What follows belongs to an exercise in optimizing a design on an open flow for a short achievable clock period and few clock cycles per item; a production flow would make more cautious choices.
Where RTL was checked, it was by simulation tests only, not by an equivalence proof against the original.
No driver is modelled on the clock port, so clock power and skew are understated where the tree is cut down; a real chip needs a root buffer or a tree.
Power and IR drop assume default switching activity.

==> flow/design.v (excerpt) <==
module three_class_quantum_scheduler
(
  input  logic                 clk,
  input  logic                 rst_n,
  input  logic                 in_valid,
  output logic                 in_ready,
  input  logic                 in_command,
  input  logic [tcqs_pkg::PID_BITS-1:0]  in_process_id,
  input  logic [1:0]           in_process_class,
  input  logic [tcqs_pkg::TIME_BITS-1:0] in_burst_time,
  input  logic [4:0]           in_random_draw,
  output logic                 out_valid,
  input  logic                 out_ready,
  output logic [1:0]           out_status,
  output logic [tcqs_pkg::PID_BITS-1:0]  out_run_process_id,
  output logic [1:0]           out_run_class,
  output logic [tcqs_pkg::TIME_BITS-1:0] out_granted_time,
  output logic [tcqs_pkg::TIME_BITS-1:0] out_remaining_time,
  output logic                 out_finished,
  output logic                 out_all_empty,
  input  logic                 cfg_valid,
  output logic                 cfg_ready,
  input  logic [1:0]           cfg_index,
  input  logic [tcqs_pkg::TIME_BITS-1:0] cfg_data
);
  localparam int RES_W = 2 + PID_BITS + 2 + TIME_BITS + TIME_BITS + 1 + 1;
  localparam int FAW   = 3;
  localparam int CAP   = (1 << FAW) + 1;    
  localparam int NW    = 5;
  logic                 rst_q;
  logic                 cfgv_q;
  logic [1:0]           cfgi_q;
  logic [TIME_BITS-1:0] cfgd_q;
  logic [TIME_BITS-1:0] silver_q_r, bronze_q_r;
  logic [4:0]           limit_r;
  always_ff @(posedge clk) begin
    rst_q  <= !rst_n;
    cfgv_q <= cfg_valid;
    cfgi_q <= cfg_index;
    cfgd_q <= cfg_data;
  end
  always_ff @(posedge clk) begin
    if (rst_q) begin
      silver_q_r <= SILVER_QUANTUM_RST;
      bronze_q_r <= BRONZE_QUANTUM_RST;
      limit_r    <= DRAW_LIMIT_RST;
    end else if (cfgv_q) begin
      case (cfgi_q)
        REG_SILVER_QUANTUM: silver_q_r <= cfgd_q;
        REG_BRONZE_QUANTUM: bronze_q_r <= cfgd_q;
        REG_DRAW_LIMIT:     limit_r    <= cfgd_q[4:0];
        default: ;
      endcase
    end
  end
  assign cfg_ready = 1'b1;
  logic                 in_ready_r;
  logic                 v0;
  logic                 r0_cmd;
  logic [PID_BITS-1:0]  r0_pid;
  logic [1:0]           r0_cls;
  logic [TIME_BITS-1:0] r0_burst;
  ...
Settings: LEC_CHECK=0, ABC_CLOCK_PERIOD_IN_PS=2000, CAP_MARGIN=20, CORE_MARGIN=2, CORE_UTILIZATION=40, SETUP_SLACK_MARGIN=5, SLEW_MARGIN=20; clock period 10.0 ns.
run.sh (not shown) runs the stock make flow with config.mk's settings and CLKGATE_MAP_FILE= SYNTH_SCRIPT=/design/flow/synth_recipe.tcl, a recipe that flattens the netlist after the stock synthesis.
Testbench counts at the start, summed over its fixed seeds: cycles 12,840, items 12,800.
Change:
==> flow/flow/run.sh (new file) <==
#!/bin/bash
# Own layout flow: the standard ORFS layout (standard.sh, unchanged synthesis,
# same SDC and clock period), with repair_timing asked to keep a larger setup
# margin so the resizer keeps optimising paths well inside the 10 ns period.
set -euo pipefail
MARGIN=${TCQS_SETUP_MARGIN:-6.8}
bash standard.sh SETUP_SLACK_MARGIN=$MARGIN finish > standard_flow.log 2>&1
==> flow/standard.sh (new file) <==
#!/bin/bash
# synth_recipe.tcl (not shown) runs the flow's synth.tcl, then flattens the netlist and writes it again
# the make line also repeats each setting of config.mk as NAME=value (left out here)
make -C /OpenROAD-flow-scripts/flow DESIGN_CONFIG=/design/flow/config.mk WORK_HOME=/design/flow/orfs CLKGATE_MAP_FILE= SYNTH_SCRIPT=/design/flow/synth_recipe.tcl "${@:-finish}"
--- a/flow/config.mk
+++ b/flow/config.mk
@@ -12 +11,0 @@
-export SETUP_SLACK_MARGIN = 5
removed: flow/run.sh
- The changed run finished clean
- power falls slightly
- sequential share of layout area is lower by 0.11 points
- synthesized area is unchanged


== the baseline ==
three_class_quantum_scheduler, a different RTL version from the one above (not shown whole).
Size: about 10000 cells after synthesis, ~100 I/O pins, roughly 130000 um^2 of cells after synthesis.
export LEC_CHECK = 0
export ABC_CLOCK_PERIOD_IN_PS = 1000
export CAP_MARGIN = 20
export CORE_MARGIN = 2
export CORE_UTILIZATION = 55
export SLEW_MARGIN = 20
create_clock -name core_clock -period 10.0 [get_ports {clk}]
standard.sh (not shown) runs the stock make flow with config.mk's settings and CLKGATE_MAP_FILE= SYNTH_SCRIPT=/design/flow/synth_recipe.tcl, a recipe that flattens the netlist after the stock synthesis.
==> flow/flow/run.sh <==
#!/bin/bash
# Own layout flow: the standard ORFS layout (standard.sh: unchanged synthesis,
# same SDC and clock period) with two changes:
#  - the clock tree is built by flow/manual_cts.tcl (balanced inverter tree by
#    recursive bisection) in place of TritonCTS;
#  - repair_timing keeps a larger setup margin, so the resizer keeps optimising
#    paths well inside the 10 ns period.
set -euo pipefail
here=$(pwd)
bash standard.sh SETUP_SLACK_MARGIN=7.2 PRE_CTS_TCL="$here/flow/manual_cts.tcl" finish > standard_flow.log 2>&1
Other scripts of this flow, unchanged in this note and not shown: flow/flow/manual_cts.tcl, flow/flow/outflops.tcl
Testbench counts of the baseline, summed over its fixed seeds: cycles 12,816, items 12,800.
Setup changes, the baseline to the candidate
# the baseline
export LEC_CHECK = 0
export ABC_CLOCK_PERIOD_IN_PS = 1000
export CAP_MARGIN = 20
export CORE_MARGIN = 2
export CORE_UTILIZATION = 55
export SLEW_MARGIN = 20
create_clock -name core_clock -period 10.0 [get_ports {clk}]
# the candidate
export LEC_CHECK = 0
export ABC_CLOCK_PERIOD_IN_PS = 2000
export CAP_MARGIN = 20
export CORE_MARGIN = 2
export CORE_UTILIZATION = 55
export SLEW_MARGIN = 20
create_clock -name core_clock -period 10.0 [get_ports {clk}]
Findings:
- The candidate reached the final stage; the timing, DRC and antenna checks on its layout passed.
- Every stage of the flow completed for the baseline, and the final layout passed the timing, DRC and antenna checks.
- | fraction of standard cell area in multi-input logic | the candidate vs the baseline | ≈ equal |
- Diff the baseline..the candidate | proportion of register bits with asynchronous set or reset after synthesis | unchanged
- Area growth from synthesis to layout across the baseline and the candidate: no real change.
- Synthesized cell count came out exactly the same in the baseline and the candidate.
- Re number of design rule violations left after detail routing: no difference whatsoever between the candidate and the baseline.
- Diff the baseline..the candidate | cell count | negligible
- For clock network latency to the later pin of the worst-skew pair, the candidate and the baseline come out practically identical.
- Diff the baseline -> the candidate: portion of total power attributed to sequential cells neither gained nor lost much; synthesized-area fraction occupied by adder cells held; share of synthesized cell area in and, or, nand and nor gates level; sequential area share after synthesis neither gained nor lost much.
In every run of this note, the design's own scripts or RTL, not TritonCTS, make the clock network.


== run a ==
Another version of the RTL of three_class_quantum_scheduler (not shown whole).
For scale: roughly 10000 cells after synthesis, ~3100 flip-flops, ~100 I/O pins.
Settings: LEC_CHECK=0, ABC_CLOCK_PERIOD_IN_PS=2000, CAP_MARGIN=20, CORE_MARGIN=2, CORE_UTILIZATION=55, SLEW_MARGIN=20; clock period 10.0 ns.
==> flow/flow/run.sh <==
#!/bin/bash
# Own layout flow: the standard ORFS layout (standard.sh: unchanged synthesis,
# same SDC and clock period) with two changes:
#  - the clock tree is built by flow/manual_cts.tcl (balanced inverter tree by
#    recursive bisection) in place of TritonCTS;
#  - repair_timing keeps a larger setup margin, so the resizer keeps optimising
#    paths well inside the 10 ns period.
set -euo pipefail
here=$(pwd)
bash standard.sh SETUP_SLACK_MARGIN=7.1 PRE_CTS_TCL="$here/flow/manual_cts.tcl" finish > standard_flow.log 2>&1
==> flow/flow/manual_cts.tcl <==
# Clock tree built by recursive bisection, used in place of clock_tree_synthesis.
# The flip-flop clock pins are split in halves along the longer side of their
# bounding box until each group has at most ctsm_levels(0) pins; each group gets
# a driver cell at its centre. Those drivers are grouped the same way for the
# next level, and so on; one root cell at the middle of the last level drives
# them from the clock port. Every flip-flop sits behind the same number of
# stages. Sourced as PRE_CTS_TCL; clock_tree_synthesis and
# repair_clock_inverters then become no-ops.

set ::ctsm_block  [ord::get_db_block]
# group size limit per level, leaves first; then the buffer cell per level, root last
# (an even number of inverting stages, so every flip-flop sees the clock's rising edge)
set ::ctsm_levels {24 4 4}
set ::ctsm_cells  {sky130_fd_sc_hd__inv_16 sky130_fd_sc_hd__inv_16 sky130_fd_sc_hd__inv_16 sky130_fd_sc_hd__inv_16}
if {[info exists ::env(CTSM_LEVELS)]} { set ::ctsm_levels $::env(CTSM_LEVELS) }
if {[info exists ::env(CTSM_CELLS)]} { set ::ctsm_cells $::env(CTSM_CELLS) }
set ::ctsm_count 0

proc ctsm_split {items maxn} {
  # items: list of {x y obj}; returns a list of groups
  if {[llength $items] <= $maxn} { return [list $items] }
  set xs [lmap i $items {lindex $i 0}]
  set ys [lmap i $items {lindex $i 1}]
  set dx [expr {[tcl::mathfunc::max {*}$xs] - [tcl::mathfunc::min {*}$xs]}]
  set dy [expr {[tcl::mathfunc::max {*}$ys] - [tcl::mathfunc::min {*}$ys]}]
  set key [expr {$dx >= $dy ? 0 : 1}]
  set sorted [lsort -integer -index $key $items]
  set h [expr {[llength $sorted] / 2}]
  return [concat [ctsm_split [lrange $sorted 0 [expr {$h - 1}]] $maxn] \
                 [ctsm_split [lrange $sorted $h end] $maxn]]
}

proc ctsm_center {group} {
  set sx 0; set sy 0
  foreach i $group { set sx [expr {$sx + [lindex $i 0]}]; set sy [expr {$sy + [lindex $i 1]}] }
  set n [llength $group]
  return [list [expr {$sx / $n}] [expr {$sy / $n}]]
}

proc ctsm_buffer {prefix xy cell} {
  global ctsm_block ctsm_count
  set ctsm_master [[ord::get_db] findMaster $cell]
  incr ctsm_count
  set name "${prefix}_${ctsm_count}"
  set inst [odb::dbInst_create $ctsm_block $ctsm_master $name]
  set w [$ctsm_master getWidth]
  set h [$ctsm_master getHeight]
  $inst setLocation [expr {[lindex $xy 0] - $w / 2}] [expr {[lindex $xy 1] - $h / 2}]
  $inst setPlacementStatus PLACED
  set net [odb::dbNet_create $ctsm_block "${name}_net"]
  $net setSigType CLOCK
  foreach it [$inst getITerms] { if {[$it isOutputSignal]} { $it connect $net } }
  return [list $inst $net]
}

proc ctsm_input {inst} {
  foreach it [$inst getITerms] { if {[$it isInputSignal]} { return $it } }
}

proc ctsm_build {} {
  global ctsm_block ctsm_levels ctsm_cells
  set clk [$ctsm_block findNet clk]
  set items {}
  foreach it [$clk getITerms] {
    if {![$it isInputSignal]} { continue }
    set xy [$it getAvgXY]
    if {[lindex $xy 0]} {
      lappend items [list [lindex $xy 1] [lindex $xy 2] $it]
    } else {
      set loc [[$it getInst] getLocation]
      lappend items [list [lindex $loc 0] [lindex $loc 1] $it]
    }
  }
  puts "manual cts: [llength $items] clock sinks"
  set lvl 0
  foreach maxn $ctsm_levels {
    set next {}
    foreach g [ctsm_split $items $maxn] {
      set xy [ctsm_center $g]
      lassign [ctsm_buffer clkl$lvl $xy [lindex $ctsm_cells $lvl]] inst net
      foreach i $g {
        set it [lindex $i 2]
        if {[$it getNet] ne "NULL"} { $it disconnect }
        $it connect $net
      }
      lappend next [list {*}$xy [ctsm_input $inst]]
    }
    puts "manual cts: level $lvl, [llength $next] buffers"
    set items $next
    incr lvl
  }
  set xy [ctsm_center $items]
  lassign [ctsm_buffer clkroot $xy [lindex $ctsm_cells $lvl]] inst net
  foreach i $items { [lindex $i 2] connect $net }
  [ctsm_input $inst] connect $clk
  $clk setSigType CLOCK
}

ctsm_build
rename clock_tree_synthesis ctsm_orig_cts
rename repair_clock_inverters ctsm_orig_rci
proc repair_clock_inverters {args} {
  puts "manual cts: repair_clock_inverters skipped"
}
proc clock_tree_synthesis {args} {
  puts "manual cts: clock_tree_synthesis $args skipped"
  set_propagated_clock [all_clocks]
}
[inputs] run b vs run a
-- flow/flow/manual_cts.tcl --
<<< run a, line 9

set ::ctsm_block  [ord::get_db_block]
# group size limit per level, leaves first; then the buffer cell per level, root last
# (an even number of inverting stages, so every flip-flop sees the clock's rising edge)
set ::ctsm_levels {24 4 4}
set ::ctsm_cells  {sky130_fd_sc_hd__inv_16 sky130_fd_sc_hd__inv_16 sky130_fd_sc_hd__inv_16 sky130_fd_sc_hd__inv_16}
if {[info exists ::env(CTSM_LEVELS)]} { set ::ctsm_levels $::env(CTSM_LEVELS) }
if {[info exists ::env(CTSM_CELLS)]} { set ::ctsm_cells $::env(CTSM_CELLS) }
set ::ctsm_count 0

>>> run b, line 9

set ctsm_block  [ord::get_db_block]
# group size limit per level, leaves first; then the buffer cell per level, root last
# (an even number of inverting stages, so every flip-flop sees the clock's rising edge)
set ctsm_levels {24 4 4}
set ctsm_cells  {sky130_fd_sc_hd__inv_16 sky130_fd_sc_hd__inv_16 sky130_fd_sc_hd__inv_16 sky130_fd_sc_hd__inv_16}
if {[info exists ::env(CTSM_LEVELS)]} { set ctsm_levels $::env(CTSM_LEVELS) }
if {[info exists ::env(CTSM_CELLS)]} { set ctsm_cells $::env(CTSM_CELLS) }
set ctsm_count 0

Findings:
The flow ended early for run b: it failed with a tool error in clock tree synthesis.
Comparing run a against run b, there is no change at all in top-level port count.
Number of placed instances, taps included: run a vs run b, no meaningful difference
From run b to run a, share of the yosys chip area belonging to registers did not move at all.
As far as post-place instance area goes, run b and run a are indistinguishable; the numbers are identical.
Reported for run b and run a, mux cell area share after synthesis turned out identical to the last digit.
Gate count of the mapped netlist came out exactly the same in run b and run a.
Number of flops mapped to enable cells by yosys: run b vs run a identical
Comparing run b against run a, there is no change at all in floorplan row count.
Function was not checked in any run of this note: the RTL went through the layout flow alone. In run a the design's own scripts or RTL, not TritonCTS, make the clock network.


== willow ==
three_class_quantum_scheduler, a different RTL version from the one above (not shown whole).
For scale: ~10000 cells after synthesis, ~100 I/O pins.
## three_class_quantum_scheduler
module three_class_quantum_scheduler
(
  input  logic                 clk,
  input  logic                 rst_n,
  input  logic                 in_valid,
  output logic                 in_ready,
  input  logic                 in_command,
  input  logic [tcqs_pkg::PID_BITS-1:0]  in_process_id,
  input  logic [1:0]           in_process_class,
  input  logic [tcqs_pkg::TIME_BITS-1:0] in_burst_time,
  input  logic [4:0]           in_random_draw,
  output logic                 out_valid,
  input  logic                 out_ready,
  output logic [1:0]           out_status,
  output logic [tcqs_pkg::PID_BITS-1:0]  out_run_process_id,
  output logic [1:0]           out_run_class,
  output logic [tcqs_pkg::TIME_BITS-1:0] out_granted_time,
  output logic [tcqs_pkg::TIME_BITS-1:0] out_remaining_time,
  output logic                 out_finished,
  output logic                 out_all_empty,
  input  logic                 cfg_valid,
  output logic                 cfg_ready,
  input  logic [1:0]           cfg_index,
  input  logic [tcqs_pkg::TIME_BITS-1:0] cfg_data
);
==> flow/config.mk <==
export PLATFORM = sky130hd
export DESIGN_NAME = three_class_quantum_scheduler
export DESIGN_NICKNAME = three_class_quantum_scheduler
export VERILOG_FILES = /design/flow/design.v
export SDC_FILE = /design/flow/constraint.sdc
export NUM_CORES = 4
export LEC_CHECK = 0
export ABC_CLOCK_PERIOD_IN_PS = 2000
export CAP_MARGIN = 20
export CORE_MARGIN = 2
export CORE_UTILIZATION = 55
export SLEW_MARGIN = 20
==> flow/constraint.sdc <==
create_clock -name core_clock -period 10.0 [get_ports {clk}]
set_input_delay 2.0000 -clock core_clock [delete_from_list [all_inputs] [get_ports {clk}]]
set_output_delay 2.0000 -clock core_clock [all_outputs]
set_load 0.01 [all_outputs]
==> flow/flow/run.sh <==
#!/bin/bash
# Own layout flow: the standard ORFS layout (standard.sh: unchanged synthesis,
# same SDC and clock period) with two changes:
#  - the clock tree is built by flow/manual_cts.tcl (balanced inverter tree by
#    recursive bisection) in place of TritonCTS;
#  - repair_timing keeps a larger setup margin, so the resizer keeps optimising
#    paths well inside the 10 ns period.
set -euo pipefail
here=$(pwd)
bash standard.sh SETUP_SLACK_MARGIN=7.2 PRE_CTS_TCL="$here/flow/manual_cts.tcl" finish > standard_flow.log 2>&1
==> flow/flow/outflops.tcl <==
# Placement tweak run before the clock tree (from manual_cts.tcl): move each flip-flop that drives an output port's buffer (and at most one other
# load) next to that buffer.
proc oflop_move {} {
  set block [ord::get_db_block]
  set moved 0
  foreach bt [$block getBTerms] {
    if {[$bt getIoType] ne "OUTPUT"} { continue }
    set net [$bt getNet]
    if {$net eq "NULL"} { continue }
    set buf ""
    foreach it [$net getITerms] { if {[$it isOutputSignal]} { set buf [$it getInst] } }
    if {$buf eq ""} { continue }
    set bin ""
    foreach it [$buf getITerms] { if {[$it isInputSignal]} { set bin $it } }
    if {$bin eq "" || [$bin getNet] eq "NULL"} { continue }
    set dnet [$bin getNet]
    set loads 0; set drv ""
    foreach it [$dnet getITerms] {
      if {[$it isOutputSignal]} { set drv [$it getInst] } else { incr loads }
    }
    if {$drv eq "" || $loads > 2 || ![[$drv getMaster] isSequential]} { continue }
    lassign [$buf getLocation] bx by
    set w [[$drv getMaster] getWidth]
    $drv setLocation [expr {$bx - $w}] $by
    incr moved
  }
  puts "output flops moved next to their port buffers: $moved"
}
oflop_move
Other scripts of this flow, unchanged in this note and not shown: flow/flow/manual_cts.tcl
Testbench counts of willow, summed over its fixed seeds: cycles 12,824, items 12,800.
### willow -> ember
diff --git a/flow/flow/outflops.tcl b/flow/flow/outflops.tcl
--- a/flow/flow/outflops.tcl
+++ b/flow/flow/outflops.tcl
@@ -1,2 +1 @@
-# Placement tweak run before the clock tree (from manual_cts.tcl): move each flip-flop that drives an output port's buffer (and at most one other
-# load) next to that buffer.
+# Placement tweak run before the clock tree (from manual_cts.tcl): move each flip-flop that only drives an output port's buffer next to that buffer.
@@ -21 +20 @@
-    if {$drv eq "" || $loads > 2 || ![[$drv getMaster] isSequential]} { continue }
+    if {$drv eq "" || $loads != 1 || ![[$drv getMaster] isSequential]} { continue }
Findings:
- Final critical-path required period was higher in the run labelled ember.
- Diff willow..ember | area of the core | negligible
- Sequential share of layout area across willow and ember: no real change.
- Taking willow as the reference, in ember via count neither gained nor lost much, area of the multi-input gates neither gained nor lost much, met3 track utilization from global routing neither gained nor lost much.
Here is what was changed in the inputs of cedar compared with ember.
diff --git a/flow/flow/run.sh b/flow/flow/run.sh
--- a/flow/flow/run.sh
+++ b/flow/flow/run.sh
@@ -10 +10 @@
-bash standard.sh SETUP_SLACK_MARGIN=7.2 PRE_CTS_TCL="$here/flow/manual_cts.tcl" finish > standard_flow.log 2>&1
+bash standard.sh SETUP_SLACK_MARGIN=7.3 PRE_CTS_TCL="$here/flow/manual_cts.tcl" finish > standard_flow.log 2>&1
Findings:
- Looking at pin count of the biggest net entering global routing, cedar sits below ember.
- Relative to ember, the total detailed-routing wirelength measured on cedar has increased slightly.
- cedar: first-iteration DRC count is 2.2% higher than what ember reported.
- Relative to ember, the total inserted antenna cells of cedar is lower by 4.
- Post-layout worst setup margin in cedar is 0.028 ns below ember.
- Relative to ember, worst hold slack increased by 0.010 ns in cedar.
- [cedar] share of the core filled with cells in the final layout rose 0.29 points relative to ember
- On cedar: setup slack on the worst flop-to-flop path is 0.02 ns higher than what ember gave.
- Design area on cedar is up relative to ember.
In every run of this note, the design's own scripts or RTL, not TritonCTS, make the clock network.

==> what the ideal ports hide <==
No port has a modelled driver above. Below, the same layouts with a new extraction and two added sets of constraints.
Step 1 assumes that a clkbuf_16 drives the clock port and a buf_2 every other input.
Step 2, shift: input delay + t, output delay - t, t = (earliest + latest rising clock arrival at the registers) / 2. This alone moves slack from input paths to output paths.
a / b / c = ideal ports / drivers / drivers and shift; a / b = the first two.
run | t (ns) | setup slack, ns | worst setup path after step 2 | worst register clock-pin slew, ns | cell pins on the clock port's net
the first run of note 1 | 0.991 | 6.013 / 6.078 / 5.087 | input to register | 0.07 / 0.07 | 1
the second run of note 1 | 0.976 | 6.527 / 6.435 / 6.069 | input to register | 0.07 / 0.07 | 1
the baseline | 0.698 | 6.934 / 6.815 / 6.505 | input to register | 0.12 / 0.12 | 1
the candidate | 0.698 | 6.934 / 6.815 / 6.505 | input to register | 0.12 / 0.12 | 1
run a | 0.760 | 6.819 / 6.691 / 6.518 | input to register | 0.10 / 0.10 | 1
willow | 0.695 | 6.989 / 6.863 / 6.576 | input to register | 0.11 / 0.11 | 1
ember | 0.696 | 6.949 / 6.822 / 6.575 | input to register | 0.11 / 0.11 | 1
cedar | 0.701 | 6.921 / 6.796 / 6.655 | input to register | 0.11 / 0.11 | 1
After both steps every run listed still meets setup and hold. The setup slack of the first run of note 1, which loses most, moves by +0.065 ns with the drivers and by -0.926 ns with both steps.
